This is an optimization exercise on Yosys and OpenROAD, whose aim is small area and a short achievable clock period, not a production implementation.
At most, simulation tests tie the RTL to the original design; equivalence was not proved.

==> inputs of v14 <==
==> flow/design.v <==
`timescale 1ns/1ps
`default_nettype none
module viterbi_decoder (
   input  wire       clk,
   input  wire       rst,
   input  wire       enable_i,
   input  wire [1:0] symbol_i,
   output wire       d_out_o,
   output wire       d_valid_o
);
   reg [1:0] sym_q;
   reg       frc_q;    
   reg [3:0] ph_q;     
   reg [2:0] bc_q;     
   reg       vld_q;
   always @(posedge clk) begin
      sym_q <= symbol_i;
      frc_q <= (bc_q == 3'd0) && (ph_q < 4'd3);
   end
   always @(posedge clk or negedge rst) begin
      if (!rst) begin
         ph_q  <= 4'd0;
         bc_q  <= 3'd0;
         vld_q <= 1'b0;
      end else if (!enable_i) begin
         ph_q  <= 4'd0;
         bc_q  <= 3'd0;
         vld_q <= 1'b0;
      end else begin
         ph_q <= ph_q + 4'd1;
         if (ph_q == 4'd15 && !bc_q[2])
            bc_q <= bc_q + 3'd1;
         vld_q <= vld_q | (bc_q[2] & (ph_q >= 4'd3));
      end
   end
   reg [3:0] pm [0:7];
   reg [7:0] dec_q;
   genvar j;
   generate
      for (j = 0; j < 4; j = j + 1) begin : g_bf
         localparam [2:0] P0 = 2 * j;
         localparam [1:0] C  = {^(P0 & 3'b111), ^(P0 & 3'b101)};
         wire       up  = (sym_q == C);     
         wire       dn  = (sym_q == ~C);    
         wire [3:0] a0  = pm[2*j];
         wire [3:0] a1  = pm[2*j+1];
         wire [3:0] d   = a1 - a0;
         wire [3:0] dp2 = d + 4'd2;
         wire [3:0] dm2 = d - 4'd2;
         wire       lm2 = dp2[3];           
         wire       l0  = d[3];             
         wire       l2  = dm2[3];           
         wire       sl  = !frc_q && (up ? lm2 : dn ? l2 : l0);
         wire       sh  = !frc_q && (up ? l2 : dn ? lm2 : l0);
         wire [3:0] a0p = a0 + 4'd1;
         wire [3:0] a0m = a0 - 4'd1;
         wire [3:0] a1p = a1 + 4'd1;
         wire [3:0] a1m = a1 - 4'd1;
         always @(posedge clk) begin
            pm[j]      <= sl ? (up ? a1p : dn ? a1m : a1) : (up ? a0m : dn ? a0p : a0);
            pm[j+4]    <= sh ? (up ? a1m : dn ? a1p : a1) : (up ? a0p : dn ? a0m : a0);
            dec_q[j]   <= sl;
            dec_q[j+4] <= sh;
         end
      end
   endgenerate
   reg [32:4] r [0:7];
   genvar n;
   generate
      for (n = 0; n < 8; n = n + 1) begin : g_re
         localparam integer Q0 = (n % 4) * 2;
         always @(posedge clk)
            r[n] <= {~(dec_q[n] ? r[Q0+1][31:4] : r[Q0][31:4]), dec_q[n]};
      end
   endgenerate
   reg [15:0] sr_q;
   reg [32:0] dl_q;
   integer    b;
   always @(posedge clk) begin
      if (ph_q == 4'd2) begin
         for (b = 0; b < 16; b = b + 1)
            sr_q[b] <= r[0][32-b] ^ b[0];
      end else begin
         sr_q <= {r[0][17], sr_q[15:1]};   
      end
      dl_q <= {dl_q[31:0], sr_q[0]};
   end
   assign d_out_o   = dl_q[32];
   assign d_valid_o = vld_q;
endmodule
`default_nettype wire
==> flow/run.sh <==
#!/bin/bash
# synth_recipe.tcl (not shown) runs the flow's synth.tcl, then flattens the netlist and writes it again
# the make line also repeats each setting of config.mk as NAME=value (left out here)
make -C /OpenROAD-flow-scripts/flow DESIGN_CONFIG=/design/flow/config.mk WORK_HOME=/design/flow/orfs CLKGATE_MAP_FILE= SYNTH_SCRIPT=/design/flow/synth_recipe.tcl finish
==> flow/config.mk <==
export PLATFORM = sky130hd
export DESIGN_NAME = viterbi_decoder
export DESIGN_NICKNAME = viterbi_decoder
export VERILOG_FILES = /design/flow/design.v
export SDC_FILE = /design/flow/constraint.sdc
export NUM_CORES = 4
export LEC_CHECK = 0
export CAP_MARGIN = 20
export CORE_MARGIN = 2
export CORE_UTILIZATION = 40
export SLEW_MARGIN = 20
==> flow/constraint.sdc <==
create_clock -name core_clock -period 5.0 [get_ports {clk}]
set_input_delay 1.0000 -clock core_clock [delete_from_list [all_inputs] [get_ports {clk}]]
set_output_delay 1.0000 -clock core_clock [all_outputs]
set_load 0.01 [all_outputs]
==> v34 (differences from v14) <==
==> flow/design.v, changed modules only <==
module viterbi_decoder (
   input  wire       clk,
   input  wire       rst,
   input  wire       enable_i,
   input  wire [1:0] symbol_i,
   output wire       d_out_o,
   output wire       d_valid_o
);
   function automatic [1:0] code(input integer j);
      reg [2:0] s;
      begin
         s    = 2 * j;
         code = {^(s & 3'b111), ^(s & 3'b101)};
      end
   endfunction
   integer k;
   reg [3:0] up_q;     
   reg [3:0] dn_q;     
   reg       frc_q;    
   reg [3:0] ph_q;     
   reg [2:0] bc_q;     
   reg       vld_q;
   always @(posedge clk) begin
      for (k = 0; k < 4; k = k + 1) begin
         up_q[k] <= (symbol_i == code(k));
         dn_q[k] <= (symbol_i == ~code(k));
      end
      frc_q <= (bc_q == 3'd0) && (ph_q < 4'd3);
   end
   always @(posedge clk or negedge rst) begin
      if (!rst) begin
         ph_q  <= 4'd0;
         bc_q  <= 3'd0;
         vld_q <= 1'b0;
      end else if (!enable_i) begin
         ph_q  <= 4'd0;
         bc_q  <= 3'd0;
         vld_q <= 1'b0;
      end else begin
         ph_q <= ph_q + 4'd1;
         if (ph_q == 4'd15 && !bc_q[2])
            bc_q <= bc_q + 3'd1;
         vld_q <= vld_q | (bc_q[2] & (ph_q >= 4'd3));
      end
   end
   reg [3:0] pm [0:7];
   reg [7:0] dec_q;
   reg [7:0] decn_q;   
   genvar j;
   generate
      for (j = 0; j < 4; j = j + 1) begin : g_bf
         wire       up  = up_q[j];          
         wire       dn  = dn_q[j];          
         wire [3:0] a0  = pm[2*j];
         wire [3:0] a1  = pm[2*j+1];
         wire [3:0] eq  = ~(a1 ^ a0);
         wire [2:0] g   = ~a1[2:0] & a0[2:0];
         wire       b1  = g[0];
         wire       b2  = g[1] | (eq[1] & g[0]);
         wire       b3  = g[2] | (eq[2] & g[1]) | (eq[2] & eq[1] & g[0]);
         wire       e1  = eq[1] ^ ~b1;
         wire       e2  = eq[2] ^ ~b2;
         wire       e3  = eq[3] ^ ~b3;
         wire       sl  = !frc_q & ((e3 & ~(up & e2 & e1)) | (dn & ~e2 & ~e1));
         wire       sh  = !frc_q & ((e3 & ~(dn & e2 & e1)) | (up & ~e2 & ~e1));
         wire [3:0] a0p = a0 + 4'd1;
         wire [3:0] a0m = a0 - 4'd1;
         wire [3:0] a1p = a1 + 4'd1;
         wire [3:0] a1m = a1 - 4'd1;
         wire [3:0] c0l = (j == 0) ? a0 + {up, up, up, up | dn}
                                   : (up ? a0m : dn ? a0p : a0);    
         wire [3:0] c1l = up ? a1p : dn ? a1m : a1;                 
         wire [3:0] c0h = up ? a0p : dn ? a0m : a0;                 
         wire [3:0] c1h = (j == 3) ? a1 + {up, up, up, up | dn}
                                   : (up ? a1m : dn ? a1p : a1);    
         always @(posedge clk) begin
            pm[j]      <= sl ? c1l : c0l;
            pm[j+4]    <= sh ? c1h : c0h;
            dec_q[j]    <= sl;
            dec_q[j+4]  <= sh;
            decn_q[j]   <= ~sl;
            decn_q[j+4] <= ~sh;
         end
      end
   endgenerate
   reg [32:4] r [0:7];
   genvar n;
   generate
      for (n = 0; n < 8; n = n + 1) begin : g_re
         localparam integer Q0 = (n % 4) * 2;
         always @(posedge clk)
            r[n] <= {~(({28{dec_q[n]}} & r[Q0+1][31:4]) | ({28{decn_q[n]}} & r[Q0][31:4])),
                     dec_q[n]};
      end
   endgenerate
   reg [15:0] sr_q;
   reg [32:0] dl_q;
   integer    b;
   always @(posedge clk) begin
      if (ph_q == 4'd2) begin
         for (b = 0; b < 16; b = b + 1)
            sr_q[b] <= r[0][32-b] ^ b[0];
      end else begin
         sr_q <= {r[0][17], sr_q[15:1]};   
      end
      dl_q <= {dl_q[31:0], sr_q[0]};
   end
   assign d_out_o   = dl_q[32];
   assign d_valid_o = vld_q;
endmodule
--- a/flow/config.mk
+++ b/flow/config.mk
@@ -9,3 +9,6 @@
 export CORE_MARGIN = 2
 export CORE_UTILIZATION = 40
+export CTS_CLUSTER_DIAMETER = 100
+export CTS_CLUSTER_SIZE = 24
+export SETUP_SLACK_MARGIN = 3.0
 export SLEW_MARGIN = 20
==> v39 (differences from v14) <==
==> flow/design.v, changed modules only <==
module viterbi_decoder (
   input  wire       clk,
   input  wire       rst,
   input  wire       enable_i,
   input  wire [1:0] symbol_i,
   output wire       d_out_o,
   output wire       d_valid_o
);
   function automatic [1:0] code(input integer j);
      reg [2:0] s;
      begin
         s    = 2 * j;
         code = {^(s & 3'b111), ^(s & 3'b101)};
      end
   endfunction
   integer k;
   reg [3:0] up_q;     
   reg [3:0] dn_q;     
   reg       frc_q;    
   reg [3:0] ph_q;     
   reg [2:0] bc_q;     
   reg       vld_q;
   always @(posedge clk) begin
      for (k = 0; k < 4; k = k + 1) begin
         up_q[k] <= (symbol_i == code(k));
         dn_q[k] <= (symbol_i == ~code(k));
      end
      frc_q <= (bc_q == 3'd0) && (ph_q < 4'd3);
   end
   always @(posedge clk or negedge rst) begin
      if (!rst) begin
         ph_q  <= 4'd0;
         bc_q  <= 3'd0;
         vld_q <= 1'b0;
      end else if (!enable_i) begin
         ph_q  <= 4'd0;
         bc_q  <= 3'd0;
         vld_q <= 1'b0;
      end else begin
         ph_q <= ph_q + 4'd1;
         if (ph_q == 4'd15 && !bc_q[2])
            bc_q <= bc_q + 3'd1;
         vld_q <= vld_q | (bc_q[2] & (ph_q >= 4'd3));
      end
   end
   reg [3:0] pm [0:7];
   reg [7:0] dec_q;
   genvar j;
   generate
      for (j = 0; j < 4; j = j + 1) begin : g_bf
         wire       up  = up_q[j];          
         wire       dn  = dn_q[j];          
         wire [3:0] a0  = pm[2*j];
         wire [3:0] a1  = pm[2*j+1];
         wire [3:0] eq  = ~(a1 ^ a0);
         wire [2:0] g   = ~a1[2:0] & a0[2:0];
         wire       b1  = g[0];
         wire       b2  = g[1] | (eq[1] & g[0]);
         wire       b3  = g[2] | (eq[2] & g[1]) | (eq[2] & eq[1] & g[0]);
         wire       e1  = eq[1] ^ ~b1;
         wire       e2  = eq[2] ^ ~b2;
         wire       e3  = eq[3] ^ ~b3;
         wire       sl  = !frc_q & ((e3 & ~(up & e2 & e1)) | (dn & ~e2 & ~e1));
         wire       sh  = !frc_q & ((e3 & ~(dn & e2 & e1)) | (up & ~e2 & ~e1));
         wire [3:0] a0p = a0 + 4'd1;
         wire [3:0] a0m = a0 - 4'd1;
         wire [3:0] a1p = a1 + 4'd1;
         wire [3:0] a1m = a1 - 4'd1;
         wire [3:0] c0l = (j == 0) ? a0 + {up, up, up, up | dn}
                                   : (up ? a0m : dn ? a0p : a0);    
         wire [3:0] c1l = up ? a1p : dn ? a1m : a1;                 
         wire [3:0] c0h = up ? a0p : dn ? a0m : a0;                 
         wire [3:0] c1h = (j == 3) ? a1 + {up, up, up, up | dn}
                                   : (up ? a1m : dn ? a1p : a1);    
         always @(posedge clk) begin
            pm[j]      <= sl ? c1l : c0l;
            pm[j+4]    <= sh ? c1h : c0h;
            dec_q[j]   <= sl;
            dec_q[j+4] <= sh;
         end
      end
   endgenerate
   reg [32:4] r [0:7];
   genvar n;
   generate
      for (n = 0; n < 8; n = n + 1) begin : g_re
         localparam integer Q0 = (n % 4) * 2;
         always @(posedge clk)
            r[n] <= {~(dec_q[n] ? r[Q0+1][31:4] : r[Q0][31:4]), dec_q[n]};
      end
   endgenerate
   reg [15:0] sr_q;
   reg [32:0] dl_q;
   integer    b;
   always @(posedge clk) begin
      if (ph_q == 4'd2) begin
         for (b = 0; b < 16; b = b + 1)
            sr_q[b] <= r[0][32-b] ^ b[0];
      end else begin
         sr_q <= {r[0][17], sr_q[15:1]};   
      end
      dl_q <= {dl_q[31:0], sr_q[0]};
   end
   assign d_out_o   = dl_q[32];
   assign d_valid_o = vld_q;
endmodule
--- a/flow/config.mk
+++ b/flow/config.mk
@@ -8,4 +8,8 @@
 export CAP_MARGIN = 20
 export CORE_MARGIN = 2
-export CORE_UTILIZATION = 40
+export CORE_UTILIZATION = 65
+export CTS_CLUSTER_DIAMETER = 100
+export CTS_CLUSTER_SIZE = 30
+export PLACE_DENSITY = 0.75
+export SETUP_SLACK_MARGIN = 2.9
 export SLEW_MARGIN = 20
==> v26 (differences from v14) <==
==> flow/design.v, changed modules only <==
module viterbi_decoder (
   input  wire       clk,
   input  wire       rst,
   input  wire       enable_i,
   input  wire [1:0] symbol_i,
   output wire       d_out_o,
   output wire       d_valid_o
);
   reg [1:0] sym_q;
   reg       frc_q;    
   reg [3:0] ph_q;     
   reg [2:0] bc_q;     
   reg       vld_q;
   always @(posedge clk) begin
      sym_q <= symbol_i;
      frc_q <= (bc_q == 3'd0) && (ph_q < 4'd3);
   end
   always @(posedge clk or negedge rst) begin
      if (!rst) begin
         ph_q  <= 4'd0;
         bc_q  <= 3'd0;
         vld_q <= 1'b0;
      end else if (!enable_i) begin
         ph_q  <= 4'd0;
         bc_q  <= 3'd0;
         vld_q <= 1'b0;
      end else begin
         ph_q <= ph_q + 4'd1;
         if (ph_q == 4'd15 && !bc_q[2])
            bc_q <= bc_q + 3'd1;
         vld_q <= vld_q | (bc_q[2] & (ph_q >= 4'd3));
      end
   end
   reg [3:0] pm [0:7];
   reg [7:0] dec_q;
   genvar j;
   generate
      for (j = 0; j < 4; j = j + 1) begin : g_bf
         localparam [2:0] P0 = 2 * j;
         localparam [1:0] C  = {^(P0 & 3'b111), ^(P0 & 3'b101)};
         wire [1:0] d  = sym_q ^ C;
         wire [3:0] x  = {3'd0, d[1]} + {3'd0, d[0]};
         wire [3:0] xc = 4'd2 - x;
         wire [3:0] a0 = pm[2*j];
         wire [3:0] a1 = pm[2*j+1];
         wire [3:0] s0l = a0 + x;
         wire [3:0] s1l = a1 + xc;
         wire [3:0] s0h = a0 + xc;
         wire [3:0] s1h = a1 + x;
         wire [3:0] dlo = s1l - s0l;
         wire [3:0] dhi = s1h - s0h;
         wire       sl  = !frc_q && dlo[3];   
         wire       sh  = !frc_q && dhi[3];
         always @(posedge clk) begin
            pm[j]      <= sl ? s1l : s0l;
            pm[j+4]    <= sh ? s1h : s0h;
            dec_q[j]   <= sl;
            dec_q[j+4] <= sh;
         end
      end
   endgenerate
   reg [32:4] r [0:7];
   genvar n;
   generate
      for (n = 0; n < 8; n = n + 1) begin : g_re
         localparam integer Q0 = (n % 4) * 2;
         always @(posedge clk)
            r[n] <= {(dec_q[n] ? r[Q0+1][31:4] : r[Q0][31:4]), dec_q[n]};
      end
   endgenerate
   reg [15:0] sr_q;
   reg [32:0] dl_q;
   integer    b;
   always @(posedge clk) begin
      if (ph_q == 4'd2) begin
         for (b = 0; b < 16; b = b + 1)
            sr_q[b] <= r[0][32-b];
      end else begin
         sr_q <= {r[0][17], sr_q[15:1]};   
      end
      dl_q <= {dl_q[31:0], sr_q[0]};
   end
   assign d_out_o   = dl_q[32];
   assign d_valid_o = vld_q;
endmodule
==> summary.md <==
| Metric | Value |
|---|---|
| Pre-CTS worst setup slack | `~2.6 ns` |
| Number of iterations in the first detailed-routing pass | `4` |
| Result of the run | `finished clean` |
| Most frequent cells after synthesis | `sky130_fd_sc_hd__dfxtp_1, sky130_fd_sc_hd__mux2i_1, sky130_fd_sc_hd__inv_1` |
| Inverter count of the layout excluding clock inverters | `38` |
| Storage element area | `6451 sq um` |
-- figures above: v39

==> summary.md <==
| Metric | Value |
|---|---|
| Most frequent cells after synthesis | `sky130_fd_sc_hd__dfxtp_1, sky130_fd_sc_hd__mux2_2, sky130_fd_sc_hd__ha_1` |
| Number of instances in the synthesized netlist | `910` |
| Standard cell with the maximum stage delay on the critical path | `sky130_fd_sc_hd__ha_1` |
| Die outline width | `approximately 180 um` |
| Tap cell count | `390` |
| Number of iterations in the first detailed-routing pass | `4` |
| Highest-utilization routing layer at the global route stage | `met2` |
| Top cell type's share of synthesized area | `0.5143` |
| Kind of start point of the critical path | `flip-flop` |
| Storage element area | `6346 sq um` |
| Vert. Die Dim | `176.8 um` |
| Result of the run | `finished clean` |
-- figures above: v26

==> summary.md <==
| Metric | Value |
|---|---|
| Result of the run | `finished clean` |
| Die outline width | `roughly 170 um` |
| Pre-CTS worst setup slack | `a little under 2 ns` |
| Storage element area | `between 6000 and 7000 sq um` |
| Routed wire length on met3 | `620 um` |
| Capture point of the critical path | `pm[1][1]` |
| Number of iterations in the first detailed-routing pass | `6` |
-- figures above: v14

==> summary.md <==
| Metric | Value |
|---|---|
| Inverter count of the layout excluding clock inverters | `42` |
| Number of iterations in the first detailed-routing pass | `5` |
| Result of the run | `finished clean` |
| TritonCTS clock tree | `yes` |
| Most frequent cells after synthesis | `sky130_fd_sc_hd__dfxtp_1, sky130_fd_sc_hd__a22oi_1, sky130_fd_sc_hd__clkbuf_1` |
| Pre-CTS worst setup slack | `2.641 ns` |
| Storage element area | `6636 sq um` |
-- figures above: v34

For v14 and v34, only the layout was checked, not whether the RTL still works.

-- static timing again, ports no longer ideal --
The flow's constraints put no driver on any port. The routed layouts listed below were extracted and timed again, unchanged, in two steps.
Step 1: set_driving_cell puts a clkbuf_16 on clk and a buf_2 on each other input, an assumption about the parent block.
Step 2 moves the port delays by t, midway between the first and last clock arrival at a register: inputs arrive t later, outputs are due t later. That takes back most of the time a late clock gives input paths.
Three values: ideal, step 1, step 2; two values: the first two.
run	t (ns)	setup slack, ns	worst hold slack (ns)	slew at the worst register clock pin (ns)
v14	0.547	1.954 / 1.954 / 1.954	0.322 / 0.322 / 0.322	0.06 / 0.06
v34	0.548	2.971 / 2.925 / 2.984	0.332 / 0.332 / 0.332	0.09 / 0.09
v39	0.528	2.911 / 2.911 / 2.911	0.329 / 0.329 / 0.329	0.12 / 0.12
v26	0.552	1.046 / 1.046 / 1.046	0.326 / 0.326 / 0.326	0.06 / 0.06
After both steps every run listed still meets setup and hold.
